What follows belongs to an exercise in optimizing a design on an open flow for small area and a short achievable clock period; a production flow would make more cautious choices.
Only simulation tests tie the RTL to the original design; equivalence was not proved.
No activity file was given, so power comes from the tool's default toggle rates.

==> flow/design.v <==
module snake_engine (
  input  logic         clk,
  input  logic         rst,
  input  logic         start,
  input  logic         step,
  input  logic [1:0]   snake_dir,
  input  logic [6:0]   seed,
  output logic [299:0] field,
  output logic [6:0]   apple_pos,
  output logic         busy,
  output logic         game_over,
  output logic         won,
  output logic [7:0]   score
);
  logic        r_run, r_place, r_dead, r_win;
  logic [99:0] c0, c1, c2;                  
  logic [3:0]  hx, hy;                      
  logic [3:0]  tx, ty;                      
  logic [1:0]  r_dir;
  logic [3:0]  ax, ay;                      
  logic [15:0] r_lfsr;
  logic [6:0]  r_mod;                       
  logic [6:0]  r_score;                     
  function automatic logic [9:0] dec10(input logic [3:0] v);
    logic [9:0] o;
    for (int k = 0; k < 10; k++) o[k] = (v == 4'(k));
    dec10 = o;
  endfunction
  logic [9:0] hx1, hy1, tx1, ty1;
  assign hx1 = dec10(hx);
  assign hy1 = dec10(hy);
  assign tx1 = dec10(tx);
  assign ty1 = dec10(ty);
  logic [99:0] occ;
  logic [1:0] tcode;
  always_comb begin
    tcode = 2'd0;
    for (int i = 0; i < 100; i++)
      if (tx1[i % 10] && ty1[i / 10]) tcode = tcode | {c1[i], c0[i]};
  end
  logic [9:0] rowo, colo;
  always_comb begin
    rowo = 10'd0;
    colo = 10'd0;
    for (int i = 0; i < 100; i++) begin
      if (hy1[i / 10]) rowo[i % 10] = rowo[i % 10] | occ[i];
      if (hx1[i % 10]) colo[i / 10] = colo[i / 10] | occ[i];
    end
  end
  logic [3:0] nocc;
  always_comb begin
    nocc = 4'd0;
    for (int k = 0; k < 10; k++) begin
      if (k > 0 && hy1[k]) nocc[0] = nocc[0] | colo[k - 1];
      if (k < 9 && hx1[k]) nocc[1] = nocc[1] | rowo[k + 1];
      if (k < 9 && hy1[k]) nocc[2] = nocc[2] | colo[k + 1];
      if (k > 0 && hx1[k]) nocc[3] = nocc[3] | rowo[k - 1];
    end
  end
  logic [3:0] hxp, hxm, hyp, hym;
  assign hxp = hx + 4'd1;
  assign hxm = hx - 4'd1;
  assign hyp = hy + 4'd1;
  assign hym = hy - 4'd1;
  logic [3:0] oob, eat_d, tail_d, dead_d;
  assign oob    = {hx == 4'd0, hy == 4'd9, hx == 4'd9, hy == 4'd0};
  assign eat_d  = {ay == hy  && ax == hxm, ay == hyp && ax == hx,
                   ay == hy  && ax == hxp, ay == hym && ax == hx};
  assign tail_d = {ty == hy  && tx == hxm, ty == hyp && tx == hx,
                   ty == hy  && tx == hxp, ty == hym && tx == hx};
  assign dead_d = oob | (nocc & ~eat_d & ~tail_d);
  logic [1:0] w_dir;
  logic [3:0] dsel;
  logic       w_dead, w_eat, w_commit, w_grow, w_norm;
  logic [2:0] w_code;
  assign w_dir    = (snake_dir == (r_dir ^ 2'b10)) ? r_dir : snake_dir;
  assign dsel     = 4'b0001 << w_dir;
  assign w_dead   = |(dsel & dead_d);
  assign w_eat    = |(dsel & eat_d);
  assign w_commit = r_run && step && !start && !w_dead;
  assign w_grow   = w_commit && w_eat;
  assign w_norm   = w_commit && !w_eat;
  assign w_code   = {1'b0, w_dir} + 3'd1;
  logic [9:0] nx1, ny1;
  assign nx1 = dsel[1] ? {hx1[8:0], 1'b0} : dsel[3] ? {1'b0, hx1[9:1]} : hx1;
  assign ny1 = dsel[2] ? {hy1[8:0], 1'b0} : dsel[0] ? {1'b0, hy1[9:1]} : hy1;
  logic       p_free, p_full, p_last, p_on;
  assign p_free = ~|(rowo & hx1);
  assign p_full = (r_score == 7'd96);
  assign p_last = (hx == 4'd9) && (hy == 4'd9);
  assign p_on   = r_place && !start;
  logic [9:0] ux, uy, kx, ky, px1;
  assign ux  = (hx1 | nx1) & {10{w_commit}};
  assign uy  = hy1 | ny1;
  assign kx  = tx1 | {10{start}};                    
  assign ky  = (ty1 & {10{w_norm}}) | {10{start}};
  assign px1 = hy1 & {10{p_on}};
  function automatic logic [2:0] init_cell(input int i);
    logic [2:0] c;
    if ((i / 10) == 1 && (i % 10) >= 1 && (i % 10) <= 4) c = 3'd2;
    else if (i == 55)                                     c = 3'd5;
    else                                                  c = 3'd0;
    init_cell = c;
  endfunction
  logic [99:0] n0, n1, n2;
  for (genvar i = 0; i < 100; i++) begin : g_cell
    localparam int X = i % 10;
    localparam int Y = i / 10;
    snake_cell #(.INIT(init_cell(i))) u_cell (
      .ux(ux[X]), .uy(uy[Y]), .kx(kx[X]), .ky(ky[Y]), .px(hx1[X]), .py(px1[Y]),
      .start(start), .code(w_code),
      .c({c2[i], c1[i], c0[i]}), .nxt({n2[i], n1[i], n0[i]}), .occ(occ[i]));
    always_ff @(posedge clk or posedge rst) begin
      if (rst) begin
        c0[i] <= 1'b0;
        c1[i] <= 1'b0;
        c2[i] <= 1'b0;
      end else begin
        c0[i] <= n0[i];
        c1[i] <= n1[i];
        c2[i] <= n2[i];
      end
    end
    assign field[i*3 +: 3] = {c2[i], c1[i], c0[i]};
  end
  logic       fb;
  logic [8:0] mv, mv1;
  logic [6:0] mod_nxt, seed1;
  assign fb      = r_lfsr[15] ^ r_lfsr[13] ^ r_lfsr[12] ^ r_lfsr[10];
  assign mv      = {1'b0, r_mod, fb} + (r_lfsr[15] ? 9'd64 : 9'd0);
  assign mv1     = (mv >= 9'd200) ? mv - 9'd200 : mv;
  assign mod_nxt = (mv1 >= 9'd100) ? 7'(mv1 - 9'd100) : 7'(mv1);
  assign seed1   = (seed == 7'd0) ? 7'd1 : seed;
  logic [3:0] ntx, nty;
  always_comb begin
    ntx = tx;
    nty = ty;
    case (tcode)
      2'd1:    nty = ty - 4'd1;
      2'd2:    ntx = tx + 4'd1;
      2'd3:    nty = ty + 4'd1;
      default: ntx = tx - 4'd1;
    endcase
  end
  always_ff @(posedge clk or posedge rst) begin
    if (rst) begin
      r_run   <= 1'b0;
      r_place <= 1'b0;
      r_dead  <= 1'b0;
      r_win   <= 1'b0;
      r_lfsr  <= 16'd1;
      r_mod   <= 7'd1;
      ax      <= 4'd0;
      ay      <= 4'd0;
      r_score <= 7'd0;
    end else if (start) begin
      r_run   <= 1'b1;
      r_place <= 1'b0;
      r_dead  <= 1'b0;
      r_win   <= 1'b0;
      r_lfsr  <= {9'd0, seed1};
      r_mod   <= seed1;
      ax      <= 4'd5;
      ay      <= 4'd5;
      r_score <= 7'd0;
    end else begin
      r_lfsr <= {r_lfsr[14:0], fb};
      r_mod  <= mod_nxt;
      if (r_run && step) begin
        if (w_dead) begin
          r_run  <= 1'b0;
          r_dead <= 1'b1;
        end else if (w_eat) begin
          r_run   <= 1'b0;
          r_place <= 1'b1;
          r_score <= r_score + 7'd1;
        end
      end
      if (r_place) begin
        if (p_free) begin
          r_place <= 1'b0;
          r_run   <= 1'b1;
          ax      <= hx;
          ay      <= hy;
        end else if (p_full && p_last) begin
          r_place <= 1'b0;
          r_win   <= 1'b1;
        end
      end
    end
  end
  always_ff @(posedge clk) begin
    if (start) begin
      hx    <= 4'd4;
      hy    <= 4'd1;
      tx    <= 4'd1;
      ty    <= 4'd1;
      r_dir <= 2'd1;
    end else begin
      if (w_commit) r_dir <= w_dir;
      if (w_norm) begin
        hx <= dsel[1] ? hxp : dsel[3] ? hxm : hx;
        hy <= dsel[2] ? hyp : dsel[0] ? hym : hy;
        tx <= ntx;
        ty <= nty;
      end else if (w_grow) begin
        if (r_score == 7'd95) begin
          hx <= 4'd0;
          hy <= 4'd0;
        end else begin
          hx <= 4'(r_mod % 7'd10);
          hy <= 4'(r_mod / 7'd10);
        end
      end else if (r_place) begin
        if (p_free) begin
          hx <= ax;
          hy <= ay;
        end else if (hx == 4'd9) begin
          hx <= 4'd0;
          hy <= (hy == 4'd9) ? 4'd0 : hy + 4'd1;
        end else begin
          hx <= hx + 4'd1;
        end
      end
    end
  end
  assign apple_pos = 7'(ay * 7'd10) + 7'(ax);
  assign busy      = r_place;
  assign game_over = r_dead;
  assign won       = r_win;
  assign score     = {1'b0, r_score};
endmodule
module snake_cell #(
  parameter logic [2:0] INIT = 3'd0
) (
  input  logic       ux, uy,      
  input  logic       kx, ky,      
  input  logic       px, py,      
  input  logic       start,
  input  logic [2:0] code,
  input  logic [2:0] c,
  output logic [2:0] nxt,
  output logic       occ
);
  logic set_a, clr, set_p, keep;
  assign occ    = |c;
  assign set_a  = ux & uy;
  assign clr    = kx & ky;
  assign set_p  = px & py & ~occ;
  assign keep   = ~(set_a | clr | set_p);
  assign nxt[0] = (c[0] & keep) | (set_a & code[0]) | set_p | (start & INIT[0]);
  assign nxt[1] = (c[1] & keep) | (set_a & code[1])         | (start & INIT[1]);
  assign nxt[2] = (c[2] & keep) | (set_a & code[2]) | set_p | (start & INIT[2]);
endmodule
==> flow/run.sh <==
#!/bin/bash
# synth_recipe.tcl (not shown) runs the flow's synth.tcl, then flattens the netlist and writes it again
# the make line also repeats each setting of config.mk as NAME=value (left out here)
make -C /OpenROAD-flow-scripts/flow DESIGN_CONFIG=/design/flow/config.mk WORK_HOME=/design/flow/orfs CLKGATE_MAP_FILE= SYNTH_SCRIPT=/design/flow/synth_recipe.tcl finish
==> flow/config.mk <==
export PLATFORM = sky130hd
export DESIGN_NAME = snake_engine
export DESIGN_NICKNAME = snake_engine
export VERILOG_FILES = /design/flow/design.v
export SDC_FILE = /design/flow/constraint.sdc
export NUM_CORES = 4
export LEC_CHECK = 0
export CAP_MARGIN = 30
export CELL_PAD_IN_SITES_DETAIL_PLACEMENT = 1
export CELL_PAD_IN_SITES_GLOBAL_PLACEMENT = 2
export CORE_MARGIN = 2
export CORE_UTILIZATION = 25
export GPL_ROUTABILITY_DRIVEN = 1
export PLACE_DENSITY = 0.45
export SLEW_MARGIN = 30
==> flow/constraint.sdc <==
create_clock -name core_clock -period 10.5 [get_ports {clk}]
set_input_delay 2.1000 -clock core_clock [delete_from_list [all_inputs] [get_ports {clk}]]
set_output_delay 2.1000 -clock core_clock [all_outputs]
set_load 0.01 [all_outputs]
==> impl_metrics.toml, run 1 <==
[sta]
fin_worst_skew_ns = 0.0354
whs_ns = 0.464
maxClockFrequency_mhz = 152
max-slew-margin-rel_pct = 25.5
setup_total_negative_slack_ns = 0
timing.final.hold_violations = 0
drv_slew = 0
layout_worst_path_cycle_share_pct = 62.6
final_period_minus_worst_setup_slack_ns = 6.58
tightestPinTransition_ns = 1.11
report.final.setup_viol = 0
final_critical_path_setup_slack_ns = 3.92
grt_setup_unrepaired = "false"

[detailed_routing]
detail_route.wirelength_mm = 165
drtPass1Iterations = 5
remaining_drc_errors = 0
avgRoutedWirePerCell_um = 40.5
dr_total_vias = 25900
antenna_left = 0
avgViaCountPerCell = 6.39
dr.first_iter.drc_count = 2805

[cells_and_area]
final_core_util_pct = 32.3
drive_above_1_share_pct = 14.7
seqCellArea_um2 = 8870
final_cell_area_um2 = 29500
final_net_count = 2881
multiInputGateArea_um2 = 13100
final-instance-count-excl-fill = 4063
synthToLayoutAreaGrowth_pct = 28.4
num-fill-cells = 10400

[setup_path]
worst_ep_arrival_time_ns = 7.09
delay_of_the_slowest_critical_path_stage_ns = 0.85
crit_chain = "inv_1 > ha_1 > nand3b_1 > o22ai_1 > a2111oi_1 > a31oi_1 > nor4_1 > nand4_1 > a21oi_2 > buf_4 > nand4_1 > buf_4 > or2_2 > a311o_1"
cp_top_family = "compound AO/OA/AOI/OAI gates"
critical_path_peak_fanout = 32
critPathSlowestCell = "sky130_fd_sc_hd__a2111oi_1"
crit_type = "flip-flop to flip-flop"
critical_path_required_ns = 11.02
cp-start-kind = "flip-flop"
crit_path_end_kind = "flip-flop"
crit_buf_inv = 3

[synth]
synth_simple_gate_area_share_pct = 20.8
yosys_warnings = 5
avgSynthCellArea_um2 = 9.01
synth_cell_type_count = 85
synth_register_bits = 358
synth-main-ff-cell = "sky130_fd_sc_hd__dfrtp_1"
synth_seq_area_share_pct = 38.6
post_synth_xor_area_fraction_pct = 2.55
synth_top_family_by_area = "compound AO/OA/AOI/OAI gates"
synthTopCellsByArea = "sky130_fd_sc_hd__dfrtp_1, sky130_fd_sc_hd__a311o_1, sky130_fd_sc_hd__a31o_2, sky130_fd_sc_hd__nor3_1, sky130_fd_sc_hd__a31oi_1"
synth.mux.area_fraction_pct = 1.18
synth_fp_nets = 2603
synth_top_area_share_pct = 36.9
yosys.area_share.adder_pct = 2.13
post_synth_edffs = 0
synth_compound_gate_area_share_pct = 29.3
syn-instance-count = 2552
synth_top_cell_by_area = "sky130_fd_sc_hd__dfrtp_1"
combined_area_of_all_synthesized_cells_um2 = 23000
yosys.cell_count.top_type = "sky130_fd_sc_hd__dfrtp_1"
synth.cells.most_frequent = "sky130_fd_sc_hd__dfrtp_1, sky130_fd_sc_hd__nor3_1, sky130_fd_sc_hd__clkbuf_1"
async_reset_ff_share_pct = 95.0

[global_routing]
grt_max_degree = 123
groute.usage.overall_pct = 33.9
grt_overflow = 0
global_route_wire_length_before_repair_mm = 223
grt_antenna_before_repair = 5
grt_pass1_vias = 25900

[cts]
cts_repair_resize_count = 0
root_buffer = "sky130_fd_sc_hd__clkbuf_16"
cts.reportedPaths.clkPinSlew_ns = 0.07
htreeDepth = 2
cts-hold-fix-buffers = 0
cts.sinks = 358
postCtsSetupBuffers = 0
clkLatencyLatePin_ns = 0.64
cts_buffers = 49
ctsLongestPathBuffers = 3
cts_tree = "yes"

[power_and_ir_drop]
post-layout-total-power_mw = 5.93
powerDensity_nw_per_um2 = 201
combPwrFrac_pct = 44.8
seq_power_share_pct = 26.5
switching_share_pct = 46.4
leakage_power_of_the_design_nw = 11.3
cell_internal_pwr_mw = 3.18
power_frac_clock_pct = 28.6
p_sw_mw = 2.75
irDropWorstVdd_mv = 0.124

[placed_design]
dpl_worst_slack_ns = 3.52
io_buffers = 329
gp_routability_congestion = 0.951
dp.final_hpwl_mm = 121
dp.cells = 3965
dpl_cell_area_um2 = 27900

[floorplan]
core_box_area_um2 = 91400
fp.dieW_um = 307
initial_cell_density_of_the_core_pct = 25.2
design.die.area_um2 = 94400
floorplan.io_pins = 331
die_y_um = 307
placement_rows = 111

[flow_run]
max-cap-violations = 0

[min_path]
hp-class = "flip-flop to flip-flop"

[outcome]
run_status = "no timing/DRC/antenna violations"
-- layout by cell type, fill, tap and decap left out, types with 45 or more instances in the layout --
master / netlist / routed
sky130_fd_sc_hd__nand2b_1: 69 / 69
sky130_fd_sc_hd__clkdlybuf4s50_1: 0 / 327
sky130_fd_sc_hd__xnor2_1: 47 / 47
sky130_fd_sc_hd__nor2_1: 146 / 143
sky130_fd_sc_hd__o21ai_0: 112 / 112
sky130_fd_sc_hd__inv_1: 49 / 48
sky130_fd_sc_hd__dfrtp_1: 339 / 339
sky130_fd_sc_hd__buf_4: 16 / 128
sky130_fd_sc_hd__nand2_1: 87 / 87
sky130_fd_sc_hd__nor3_1: 212 / 203
sky130_fd_sc_hd__a22oi_1: 78 / 78
sky130_fd_sc_hd__nand3_1: 75 / 75
sky130_fd_sc_hd__o22ai_1: 91 / 91
sky130_fd_sc_hd__a311o_1: 123 / 123
sky130_fd_sc_hd__and3_1: 45 / 45
sky130_fd_sc_hd__a31oi_1: 102 / 102
sky130_fd_sc_hd__a21oi_1: 98 / 96
sky130_fd_sc_hd__a31o_2: 126 / 126
sky130_fd_sc_hd__clkbuf_16: 0 / 50
-- registers in the layout, indices dropped and copies added (netlist names), 2 cells and up --
signal   flops
c0         100
hy           4
hx           4
ay           4
r_dir        2
r_score      7
tx           4
ax           4
r_lfsr      14
r_mod        7
c1         100
ty           4
c2         100
-- power groups by stage --
stage / Combinational (mW) / Clock [mW] / Sequential (mW)
after floorplan: 1.50 / 0 / 1.53
after global placement: 2.56 / 0 / 1.59
after detailed placement: 2.59 / 0 / 1.60
after CTS: 2.60 / 1.73 / 1.57
after global routing: 2.75 / 1.78 / 1.58
final: 2.66 / 1.70 / 1.57
-- area by class of cell --
type | instances | area share, %
inverters | 51 | 0.661
well taps | 1186 | 5.03
clock buffers | 79 | 4.98
repair buffers | 461 | 14.6
clock inverters | 10 | 0.352
diodes | 9 | 0.0763
multi-input cells | 1909 | 44.3
flip-flops and latches | 358 | 30.0
-- logic make-up after synthesis --
family | count (synthesis)
other | 1
XOR/XNOR | 67
AO/OA/AOI/OAI | 900
adder cells (fa/ha/maj) | 38
AND/OR/NAND/NOR | 877
buffers and inverters | 285
flip-flops | 358
multiplexers | 26
-- final timing paths --
path                                startpoint                  end  slack, ns  cells after the start
setup / recovery            hy[0]$_SDFFE_PP1P_     c0[50]$_DFF_PP0_       3.92                     14
hold / removal             r_lfsr[7]$_DFF_PP0_  r_lfsr[8]$_DFF_PP0_       0.46                      1
setup reg to reg            hy[0]$_SDFFE_PP1P_     c0[50]$_DFF_PP0_       3.92                     14
hold reg to reg            r_lfsr[7]$_DFF_PP0_  r_lfsr[8]$_DFF_PP0_       0.46                      1
max in group asynchronous                  rst     c1[92]$_DFF_PP0_       7.05                      4
min in group asynchronous                  rst      c1[3]$_DFF_PP0_       2.04                      3
-- routing by layer --
layer / vias to the layer above / share of wire, % / track usage [%] / wire length [µm]
met5: - / 0.024 / 0 / 39
met1: 13700 / 43 / 45.7 / 70900
met2: 1446 / 45 / 52.3 / 73400
li1: 10500 / - / - / -
met3: 325 / 7.6 / 6.66 / 12500
met4: 6 / 4.7 / 15.1 / 7770
==> run 2, diff against run 1 <==
--- a/flow/config.mk
+++ b/flow/config.mk
@@ -10,6 +10,8 @@
 export CELL_PAD_IN_SITES_GLOBAL_PLACEMENT = 2
 export CORE_MARGIN = 2
 export CORE_UTILIZATION = 25
+export CTS_BUF_LIST = sky130_fd_sc_hd__clkbuf_4 sky130_fd_sc_hd__clkbuf_8
 export GPL_ROUTABILITY_DRIVEN = 1
 export PLACE_DENSITY = 0.45
+export SETUP_SLACK_MARGIN = 5
 export SLEW_MARGIN = 30
==> impl_metrics.toml, run 2 <==
[outcome]
run_status = "no timing/DRC/antenna violations"

[setup_path]
crit_path_end_kind = "flip-flop"
crit_type = "flip-flop to flip-flop"
delay_of_the_slowest_critical_path_stage_ns = 0.59
crit_buf_inv = 3
worst_ep_arrival_time_ns = 6.01
crit_start = "hx[1]$_SDFFE_PP0P_"
cp-start-kind = "flip-flop"
cp_top_family = "simple AND/OR/NAND/NOR gates"
r2r-start = "hx[1]$_SDFFE_PP0P_"
crit_chain = "inv_1 > ha_1 > or3b_2 > o22ai_1 > a2111oi_4 > a21oi_1 > nor4_1 > nand4_1 > a32oi_2 > buf_6 > nand4_1 > buf_4 > or2_2 > a311o_1"
critical_path.most_common_cell = "sky130_fd_sc_hd__nand4_1"
critPathSlowestCell = "sky130_fd_sc_hd__or3b_2"
critical_path_peak_fanout = 36
critical_path_required_ns = 11.11

[flow_run]
max-cap-violations = 0

[sta]
tightestPinTransition_ns = 1.11
layout_worst_path_cycle_share_pct = 51.4
final_period_minus_worst_setup_slack_ns = 5.40
setup_total_negative_slack_ns = 0
max-slew-margin-rel_pct = 26.0
drv_slew = 0
timing.final.hold_violations = 0
maxClockFrequency_mhz = 185
report.final.setup_viol = 0
grt_setup_unrepaired = "false"
fin_worst_skew_ns = 0.0402

[synth]
synth_fp_nets = 2603
synth_seq_area_share_pct = 38.6
synthTopCellsByArea = "sky130_fd_sc_hd__dfrtp_1, sky130_fd_sc_hd__a311o_1, sky130_fd_sc_hd__a31o_2, sky130_fd_sc_hd__nor3_1, sky130_fd_sc_hd__a31oi_1"
yosys_warnings = 5
yosys.cell_count.top_type = "sky130_fd_sc_hd__dfrtp_1"
synth-main-ff-cell = "sky130_fd_sc_hd__dfrtp_1"
avgSynthCellArea_um2 = 9.01
synth_register_bits = 358
syn-instance-count = 2552
synth_cell_type_count = 85
post_synth_edffs = 0
synth.cells.most_frequent = "sky130_fd_sc_hd__dfrtp_1, sky130_fd_sc_hd__nor3_1, sky130_fd_sc_hd__clkbuf_1"
combined_area_of_all_synthesized_cells_um2 = 23000
synth_top_area_share_pct = 36.9
async_reset_ff_share_pct = 95.0
synth_top_cell_by_area = "sky130_fd_sc_hd__dfrtp_1"

[global_routing]
grt_overflow = 0
grt_antenna_before_repair = 8
global_route_wire_length_before_repair_mm = 225
grt_pass1_vias = 26400
grt_max_degree = 123
groute.usage.overall_pct = 34.2

[cts]
htreeDepth = 3
root_buffer = "sky130_fd_sc_hd__clkbuf_8"
cts.sinks = 358
cts.reportedPaths.clkPinSlew_ns = 0.06
cts_buffers = 78
cts_tree = "yes"
ctsLongestPathBuffers = 3
cts-hold-fix-buffers = 0
clkLatencyLatePin_ns = 0.75

[power_and_ir_drop]
combPwrFrac_pct = 45.7
leakage_power_of_the_design_nw = 11.5
p_sw_mw = 2.82
powerDensity_nw_per_um2 = 201
switching_share_pct = 47.0
cell_internal_pwr_mw = 3.18
seq_power_share_pct = 26.2
power_frac_clock_pct = 28.0
irDropWorstVdd_mv = 0.101

[floorplan]
core_box_area_um2 = 91400
initial_cell_density_of_the_core_pct = 25.2
floorplan.io_pins = 331
die_y_um = 307
placement_rows = 111
fp.dieW_um = 307
design.die.area_um2 = 94400

[detailed_routing]
dr.first_iter.drc_count = 3139
dr_total_vias = 26400
avgRoutedWirePerCell_um = 40.3
detail_route.wirelength_mm = 166
remaining_drc_errors = 0
avgViaCountPerCell = 6.39
drtPass1Iterations = 6
antenna_left = 0

[cells_and_area]
final_net_count = 2930
final_core_util_pct = 32.7
most_common_cell_after_layout_fill_and_taps_aside = "sky130_fd_sc_hd__dfrtp_1"
top_regs = "c0 (100), c1 (100), c2 (100)"
synthToLayoutAreaGrowth_pct = 29.9
drive_above_1_share_pct = 17.7
most-common-layout-cells = "sky130_fd_sc_hd__dfrtp_1, sky130_fd_sc_hd__clkdlybuf4s50_1, sky130_fd_sc_hd__nor3_1"

[min_path]
hold_path_start = "r_lfsr[7]$_DFF_PP0_"
hp-class = "flip-flop to flip-flop"

[placed_design]
gp_routability_congestion = 0.951
dp.final_hpwl_mm = 121
io_buffers = 329
run 2: cell counts after synthesis:
No cell type changed its count.
run 2: cell families after synthesis:
family,after synthesis,share of synthesized area (%)
flops,358,38.6
simple gates,877,20.8
buf+inv,285,5.46
fa+ha+maj,38,2.13
other cells,1,0.0163
compound gates,900,29.3
xor+xnor,67,2.55
mux,26,1.18
run 2: layer usage:
layer	track usage, %	vias to the layer above	share of wire [%]
met5	0	-	0.016
met4	15.8	4	5.4
met3	7.39	381	8.1
met2	52.3	1505	44
met1	45.8	13800	43
li1	-	10600	-
run 2: power groups by stage:
| stage | Sequential (mW) | Combinational, mW | Clock, mW |
|---|---|---|---|
| after floorplan | 1.53 | 1.50 | 0 |
| after global placement | 1.59 | 2.56 | 0 |
| after detailed placement | 1.60 | 2.59 | 0 |
| after CTS | 1.57 | 2.63 | 1.73 |
| after global routing | 1.58 | 2.84 | 1.78 |
| final | 1.57 | 2.74 | 1.68 |
run 2: stage by stage:
| step | std cells | total power [mW] | hold WS [ns] | instance area (µm²) | setup WS [ns] |
|---|---|---|---|---|---|
| 3_3_place_gp | 3962 | 4.16 | 0.440 | 27800 | 3.23 |
| 2_1_floorplan | 2552 | 3.03 | 0.439 | 23000 | 3.85 |
| 6_report | 4125 | 6.00 | 0.464 | 29900 | 5.10 |
| 4_1_cts | 4116 | 5.93 | 0.472 | 29700 | 5.02 |
| 3_5_place_dp | 3965 | 4.18 | 0.454 | 27900 | 3.52 |
| 5_1_grt | 4124 | 6.20 | 0.493 | 29900 | 5.03 |
run 2: final timing paths:
path	end	slack (ns)	depth (start not counted)
setup / recovery	c0[68]$_DFF_PP0_	5.10	14
hold reg to reg	r_lfsr[8]$_DFF_PP0_	0.46	1
setup reg to reg	c0[68]$_DFF_PP0_	5.10	14
hold / removal	r_lfsr[8]$_DFF_PP0_	0.46	1
max in group asynchronous	c1[32]$_DFF_PP0_	7.16	4
min in group asynchronous	c1[3]$_DFF_PP0_	1.95	3
run 2: worst reg2reg max path: stages (launching register included):
cell and delay (ns):
sky130_fd_sc_hd__dfxtp_1 0.54, sky130_fd_sc_hd__inv_1 0.15, sky130_fd_sc_hd__ha_1 0.34, sky130_fd_sc_hd__or3b_2 0.59, sky130_fd_sc_hd__o22ai_1 0.23, sky130_fd_sc_hd__a2111oi_4 0.41
sky130_fd_sc_hd__a21oi_1 0.14, sky130_fd_sc_hd__nor4_1 0.43, sky130_fd_sc_hd__nand4_1 0.29, sky130_fd_sc_hd__a32oi_2 0.30, sky130_fd_sc_hd__buf_6 0.33, sky130_fd_sc_hd__nand4_1 0.34
sky130_fd_sc_hd__buf_4 0.38, sky130_fd_sc_hd__or2_2 0.45, sky130_fd_sc_hd__a311o_1 0.36
run 2: cell type report:
type,instances,area [µm²]
fillers,10400,61500
multi-input cells,1910,13200
flip-flops and latches,358,8870
repair buffers,480,4490
clock buffers,126,1560
well taps,1186,1480
inverters,51,195
clock inverters,11,85.1
diodes,3,7.51
run 2: timing repair:
| action | in CTS | in global routing |
|---|---|---|
| cloned | 0 | 1 |
| endpoints found under the hold margin | 0 | 0 |
| pin swaps | 4 | 4 |
| buffers inserted | 14 | 5 |
| endpoints found under the setup margin | 304 | 285 |
| gates resized for setup | 13 | 12 |
==> run 3, diff against run 2 <==
==> flow/flow/run.sh (new file) <==
#!/bin/bash
# The standard layout, with each port buffered by the smallest buffer cell.
set -euo pipefail
bash standard.sh "BUFFER_PORTS_ARGS=-buffer_cell sky130_fd_sc_hd__buf_1" finish > standard_flow.log 2>&1
==> flow/standard.sh (new file) <==
#!/bin/bash
# synth_recipe.tcl (not shown) runs the flow's synth.tcl, then flattens the netlist and writes it again
# the make line also repeats each setting of config.mk as NAME=value (left out here)
make -C /OpenROAD-flow-scripts/flow DESIGN_CONFIG=/design/flow/config.mk WORK_HOME=/design/flow/orfs CLKGATE_MAP_FILE= SYNTH_SCRIPT=/design/flow/synth_recipe.tcl "${@:-finish}"
removed: flow/run.sh
==> impl_metrics.toml, run 3 <==
[floorplan]
placement_rows = 111
design.die.area_um2 = 94400
fp.dieW_um = 307
floorplan.io_pins = 331
core_box_area_um2 = 91400
die_y_um = 307
initial_cell_density_of_the_core_pct = 25.2

[cts]
cts.reportedPaths.clkPinSlew_ns = 0.05
cts_buffers = 80
ctsLongestPathBuffers = 3
cts-hold-fix-buffers = 0
root_buffer = "sky130_fd_sc_hd__clkbuf_8"
cts_tree = "yes"
cts.sinks = 358
htreeDepth = 3
clkLatencyLatePin_ns = 0.76

[synth]
synth_cell_type_count = 85
synthTopCellsByArea = "sky130_fd_sc_hd__dfrtp_1, sky130_fd_sc_hd__a311o_1, sky130_fd_sc_hd__a31o_2, sky130_fd_sc_hd__nor3_1, sky130_fd_sc_hd__a31oi_1"
synth_fp_nets = 2603
syn-instance-count = 2552
post_synth_edffs = 0
synth-main-ff-cell = "sky130_fd_sc_hd__dfrtp_1"
synth_seq_area_share_pct = 38.6
avgSynthCellArea_um2 = 9.01
synth.cells.most_frequent = "sky130_fd_sc_hd__dfrtp_1, sky130_fd_sc_hd__nor3_1, sky130_fd_sc_hd__clkbuf_1"
combined_area_of_all_synthesized_cells_um2 = 23000
yosys.cell_count.top_type = "sky130_fd_sc_hd__dfrtp_1"
synth_top_cell_by_area = "sky130_fd_sc_hd__dfrtp_1"
async_reset_ff_share_pct = 95.0
synth_top_area_share_pct = 36.9
yosys_warnings = 5
synth_register_bits = 358

[sta]
whs_ns = 0.462
tightestPinTransition_ns = 1.14
setup_total_negative_slack_ns = 0
final_critical_path_setup_slack_ns = 5.10
report.final.setup_viol = 0
drv_slew = 0
grt_setup_unrepaired = "true"
max-slew-margin-rel_pct = 23.5
fin_worst_skew_ns = 0.0604
timing.final.hold_violations = 0
maxClockFrequency_mhz = 185
layout_worst_path_cycle_share_pct = 51.4
final_period_minus_worst_setup_slack_ns = 5.40

[power_and_ir_drop]
leakage_power_of_the_design_nw = 10.8
irDropWorstVdd_mv = 0.105
powerDensity_nw_per_um2 = 217
post-layout-total-power_mw = 6.08

[cells_and_area]
final_core_util_pct = 30.6
most_common_cell_after_layout_fill_and_taps_aside = "sky130_fd_sc_hd__dfrtp_1"
most-common-layout-cells = "sky130_fd_sc_hd__dfrtp_1, sky130_fd_sc_hd__buf_1, sky130_fd_sc_hd__nor3_1"
drive_above_1_share_pct = 17.8
final_net_count = 2931
synthToLayoutAreaGrowth_pct = 21.6
num-fill-cells = 10600
top_regs = "c0 (100), c1 (100), c2 (100)"

[placed_design]
dpl_worst_slack_ns = 3.51
io_buffers = 329
dp.final_hpwl_mm = 119
gp_routability_congestion = 0.942

[setup_path]
critical_path_peak_fanout = 30
crit_type = "flip-flop to flip-flop"
crit_path_end_kind = "flip-flop"
critical_path.most_common_cell = "sky130_fd_sc_hd__buf_4"
r2r_cells = 14
critPathSlowestCell = "sky130_fd_sc_hd__or3b_2"
worst_ep_arrival_time_ns = 6.00
delay_of_the_slowest_critical_path_stage_ns = 0.59
crit_chain = "inv_1 > ha_1 > or3b_2 > o22ai_1 > nor3_1 > a21oi_1 > nor4_1 > nand4_1 > a32oi_2 > buf_4 > and4_2 > buf_4 > nand2b_1 > a311o_1"
critical_path_required_ns = 11.10
cp-start-kind = "flip-flop"

[min_path]
hp-class = "flip-flop to flip-flop"
timing.hold.worst_path_depth = 1

[detailed_routing]
antenna_left = 0
detail_route.wirelength_mm = 166
dr_total_vias = 26100
drtPass1Iterations = 6
avgRoutedWirePerCell_um = 40.3
remaining_drc_errors = 0
dr.first_iter.drc_count = 2897
avgViaCountPerCell = 6.32

[global_routing]
global_route_wire_length_before_repair_mm = 226
grt_max_degree = 153
grt_pass1_vias = 26500
grt_overflow = 0
groute.usage.overall_pct = 34.3
grt_antenna_before_repair = 7

[flow_run]
max-cap-violations = 0

[outcome]
run_status = "no timing/DRC/antenna violations"
-- run 3: cell counts after synthesis --
No cell type changed its count.
-- run 3: path summary, 6_finish.rpt --
kind / from / to / slack [ns]
hold / removal: r_lfsr[14]$_DFF_PP0_ / r_lfsr[15]$_DFF_PP0_ / 0.46
setup / recovery: hx[1]$_SDFFE_PP0P_ / c0[23]$_DFF_PP0_ / 5.10
setup reg to reg: hx[1]$_SDFFE_PP0P_ / c0[23]$_DFF_PP0_ / 5.10
max in group asynchronous: rst / c1[30]$_DFF_PP0_ / 7.34
hold reg to reg: r_lfsr[14]$_DFF_PP0_ / r_lfsr[15]$_DFF_PP0_ / 0.46
min in group asynchronous: rst / c2[5]$_DFF_PP0_ / 1.54
-- run 3: cells by family after synthesis --
family / after synthesis / share of synthesized area [%]
mux: 26 / 1.18
other cells: 1 / 0.0163
simple gates: 877 / 20.8
buf+inv: 285 / 5.46
flops: 358 / 38.6
xor+xnor: 67 / 2.55
fa+ha+maj: 38 / 2.13
compound gates: 900 / 29.3
-- run 3: power by group --
part	switching (mW)	total (mW)	internal, mW
clock network	0.769	1.79	1.02
registers	0.129	1.57	1.44
logic	1.95	2.71	0.765
total	2.85	6.08	3.23
-- run 3: layer usage --
layer / share of wire [%] / global-route usage, %
met1: 43 / 46.2
met2: 44 / 53.0
met3: 7.6 / 7.20
met4: 4.8 / 14.7
met5: 0.015 / 0
-- run 3: stage by stage --
stage          area [µm²]  instances
5_1_grt             28000       4127
3_3_place_gp        25700       3947
4_1_cts             27700       4109
2_1_floorplan       23000       2552
6_report            28000       4128
3_5_place_dp        25800       3952
-- run 3: final cells by class --
class	instances	area (µm²)	share of cell area (%)
Antenna cell	3	7.51	0.0269
Tap cell	1186	1480	5.31
Clock inverter	14	166	0.595
Timing Repair Buffer	479	2500	8.96
Multi-Input combinational cell	1910	13200	47.1
Clock buffer	127	1570	5.63
Sequential cell	358	8870	31.7
Inverter	51	195	0.698
-- run 3: worst max-delay path, delay by kind of cell, from the launching register on --
kind,cells,cell delay (ns)
AO/OA/AOI/OAI,4,0.95
AND/OR/NAND/NOR,6,2.42
buffers and inverters,3,0.97
flip-flops,1,0.56
adder cells (fa/ha/maj),1,0.32
-- run 3: repair_timing --
action | in CTS | in global routing
buffers inserted | 15 | 12
gates resized for setup | 14 | 10
gates cloned | 1 | 1
pin swaps | 4 | 5
setup endpoints to repair | 305 | 298
==> run 4, diff against run 3 <==
==> flow/run.sh (new file) <==
#!/bin/bash
# synth_recipe.tcl (not shown) runs the flow's synth.tcl, then flattens the netlist and writes it again
# the make line also repeats each setting of config.mk as NAME=value (left out here)
make -C /OpenROAD-flow-scripts/flow DESIGN_CONFIG=/design/flow/config.mk WORK_HOME=/design/flow/orfs CLKGATE_MAP_FILE= SYNTH_SCRIPT=/design/flow/synth_recipe.tcl finish
--- a/flow/config.mk
+++ b/flow/config.mk
@@ -9,9 +9,7 @@
 export CELL_PAD_IN_SITES_DETAIL_PLACEMENT = 1
 export CELL_PAD_IN_SITES_GLOBAL_PLACEMENT = 2
 export CORE_MARGIN = 2
-export CORE_UTILIZATION = 25
-export CTS_BUF_LIST = sky130_fd_sc_hd__clkbuf_4 sky130_fd_sc_hd__clkbuf_8
+export CORE_UTILIZATION = 45
 export GPL_ROUTABILITY_DRIVEN = 1
-export PLACE_DENSITY = 0.45
-export SETUP_SLACK_MARGIN = 5
+export PLACE_DENSITY = 0.6
 export SLEW_MARGIN = 30
removed: flow/flow/run.sh
removed: flow/standard.sh
==> impl_metrics.toml, run 4 <==
[setup_path]
reg2reg_to = "c0[75]$_DFF_PP0_"
rrSetupSlack_ns = 4.50
crit_buf_inv = 4
cp-start-kind = "input port"
r2r_cells = 13
crit_start = "snake_dir[0]"
cp_top_family = "compound AO/OA/AOI/OAI gates"
r2r-start = "hy[0]$_SDFFE_PP1P_"
crit_type = "input port to flip-flop"
critical_path_cell_count = 14
worstSetupEndpoint = "c0[27]$_DFF_PP0_"
critPathSlowestCell = "sky130_fd_sc_hd__buf_4"
delay_of_the_slowest_critical_path_stage_ns = 0.66
crit_path_end_kind = "flip-flop"
critical_path.most_common_cell = "sky130_fd_sc_hd__inv_1"
critical_path_required_ns = 10.99
worst_ep_arrival_time_ns = 6.98
crit_chain = "buf_2 > xor2_1 > mux2i_1 > inv_1 > ha_1 > inv_1 > a2bb2oi_1 > o22a_1 > nand4_1 > a21o_1 > nor3_4 > buf_4 > a31oi_1 > a311o_1"
critical_path_peak_fanout = 54

[cts]
cts.sinks = 358
cts_tree = "yes"
cts.reportedPaths.clkPinSlew_ns = 0.06
ctsLongestPathBuffers = 3
htreeDepth = 2
cts_repair_resize_count = 0
clkLatencyLatePin_ns = 0.61
postCtsSetupBuffers = 0
cts_buffers = 43
root_buffer = "sky130_fd_sc_hd__clkbuf_16"
cts-hold-fix-buffers = 0

[synth]
synth_register_bits = 358
synth_fp_nets = 2603
combined_area_of_all_synthesized_cells_um2 = 23000
synth_top_cell_by_area = "sky130_fd_sc_hd__dfrtp_1"
synth-main-ff-cell = "sky130_fd_sc_hd__dfrtp_1"
synthTopCellsByArea = "sky130_fd_sc_hd__dfrtp_1, sky130_fd_sc_hd__a311o_1, sky130_fd_sc_hd__a31o_2, sky130_fd_sc_hd__nor3_1, sky130_fd_sc_hd__a31oi_1"
synth.cells.most_frequent = "sky130_fd_sc_hd__dfrtp_1, sky130_fd_sc_hd__nor3_1, sky130_fd_sc_hd__clkbuf_1"
async_reset_ff_share_pct = 95.0
synth_seq_area_share_pct = 38.6
syn-instance-count = 2552
post_synth_edffs = 0
synth_top_area_share_pct = 36.9
avgSynthCellArea_um2 = 9.01
synth_cell_type_count = 85
yosys.cell_count.top_type = "sky130_fd_sc_hd__dfrtp_1"
yosys_warnings = 5

[global_routing]
grt_max_degree = 71
global_route_wire_length_before_repair_mm = 193
groute.usage.overall_pct = 49.9
grt_pass1_vias = 27000
grt_overflow = 0
grt_antenna_before_repair = 3

[detailed_routing]
met2RoutedLength_mm = 55.0
antenna_left = 0
avgViaCountPerCell = 7.75
topRoutingLayerUsed = "met4"
dr_total_vias = 27100
met3WireLength_mm = 21.6
remaining_drc_errors = 0
avgRoutedWirePerCell_um = 39.0
drtPass1Iterations = 9
wirelength_met1_mm = 48.4
detail_route.wirelength_mm = 136
dr.first_iter.drc_count = 4522

[cells_and_area]
synthToLayoutAreaGrowth_pct = 23.8
final-instance-count-excl-fill = 3492
top_regs = "c0 (100), c1 (100), c2 (100)"
most-common-layout-cells = "sky130_fd_sc_hd__dfrtp_1, sky130_fd_sc_hd__clkdlybuf4s50_1, sky130_fd_sc_hd__nor3_1"
drive_above_1_share_pct = 13.4
num-fill-cells = 5615
most_common_cell_after_layout_fill_and_taps_aside = "sky130_fd_sc_hd__dfrtp_1"
final_net_count = 2837

[floorplan]
initial_cell_density_of_the_core_pct = 45.7
floorplan.io_pins = 331
design.die.area_um2 = 52900
fp.dieW_um = 230
placement_rows = 82
die_y_um = 230
core_box_area_um2 = 50300

[sta]
max-slew-margin-rel_pct = 14.4
report.final.setup_viol = 0
drv_slew = 0
setup_total_negative_slack_ns = 0
whs_ns = 0.464
final_period_minus_worst_setup_slack_ns = 6.49
tightestPinTransition_ns = 1.27
grt_setup_unrepaired = "false"
timing.final.hold_violations = 0
fin_worst_skew_ns = 0.0312
maxClockFrequency_mhz = 154
layout_worst_path_cycle_share_pct = 61.8

[flow_run]
max-cap-violations = 0

[power_and_ir_drop]
irDropWorstVdd_mv = 0.142
powerDensity_nw_per_um2 = 200
leakage_power_of_the_design_nw = 11.0
post-layout-total-power_mw = 5.69

[placed_design]
io_buffers = 329
dp.final_hpwl_mm = 96.4
dp.cells = 3408
gp_routability_congestion = 1.06

[min_path]
hp-class = "flip-flop to flip-flop"
timing.hold.worst_path_depth = 1

[outcome]
run_status = "no timing/DRC/antenna violations"
==> run 4: logic make-up (layout without fill, tap and decap cells) <==
group,after synthesis,in the layout,synth area share (%)
DFF,358,358,38.6
xor gates and xnor gates,67,67,2.55
other,1,5,0.0163
buffers and inverters,285,549,5.46
and+or+nand+nor,877,877,20.8
muxes,26,26,1.18
adders and majority gates,38,38,2.13
AOI/OAI and AO/OA,900,900,29.3
==> run 4: area by class of cell <==
type / instances / area [µm²] / share of cell area [%]
clock buffers: 61 / 1260 / 4.41
clock inverters: 14 / 191 / 0.673
inverters: 51 / 196 / 0.690
multi-input cells: 1909 / 13100 / 45.9
diodes: 4 / 10.0 / 0.0352
repair buffers: 423 / 4030 / 14.1
flip-flops and latches: 358 / 8870 / 31.2
well taps: 672 / 841 / 2.95
==> run 4: worst min-delay path by stage <==
stage,start,endpoint,slack (ns)
2_1_floorplan,r_lfsr[9]$_DFF_PP0_,r_lfsr[10]$_DFF_PP0_,0.44
3_3_place_gp,r_lfsr[6]$_DFF_PP0_,r_lfsr[7]$_DFF_PP0_,0.44
3_5_place_dp,r_lfsr[6]$_DFF_PP0_,r_lfsr[7]$_DFF_PP0_,0.46
4_1_cts,r_lfsr[6]$_DFF_PP0_,r_lfsr[7]$_DFF_PP0_,0.47
5_1_grt,r_lfsr[9]$_DFF_PP0_,r_lfsr[10]$_DFF_PP0_,0.48
6_report,r_lfsr[9]$_DFF_PP0_,r_lfsr[10]$_DFF_PP0_,0.46
==> run 4: per-stage QoR <==
step	instance area [µm²]	worst slack [ns]	util, %
finish	28500	4.01	56.6
detailed placement	26900	3.79	53.5
floorplan	23000	3.85	-
global route	28500	3.92	56.6
global placement	26900	3.71	53.4
CTS	28400	4.31	56.4
==> run 4: per-layer routing <==
| metal | vias up | track usage [%] |
|---|---|---|
| met2 | 2487 | 70.0 |
| met4 | 0 | 33.2 |
| met3 | 736 | 21.8 |
| met1 | 13500 | 61.9 |
| met5 | - | 0 |
| li1 | 10400 | - |
==> run 4: report_power, final <==
group,internal (mW),switching [mW],total [mW]
Combinational,0.728,1.80,2.53
Clock,0.931,0.651,1.58
Sequential,1.44,0.132,1.57
Total,3.10,2.59,5.69

## re-timing with driven ports
No port has a modelled driver above. Below, the same layouts with a new extraction and two added sets of constraints. Step 1 assumes that a clkbuf_16 drives the clock port and a buf_2 every other input. Step 2 times the ports against the registers' clock, not the clock port: input delays grow and output delays shrink by t, the midpoint of the rising clock arrivals with the driver on. a / b / c = ideal / step 1 / step 2; a / b = the first two.
run | t (ns) | setup WS [ns] | worst register clock-pin slew, ns | cell pins on the clock port's net
run 1 | 0.696 | 3.924 / 3.924 / 3.459 | 0.07 / 0.07 | 1
run 2 | 0.796 | 5.102 / 5.102 / 4.389 | 0.07 / 0.07 | 1
run 3 | 0.797 | 5.099 / 5.099 / 4.418 | 0.07 / 0.07 | 1
run 4 | 0.665 | 4.006 / 4.053 / 3.388 | 0.07 / 0.07 | 1
After both steps setup and hold are still met in every run listed. For run 2, which loses most, drivers alone change the setup slack by 0.000 ns; drivers and shift together by -0.713 ns.
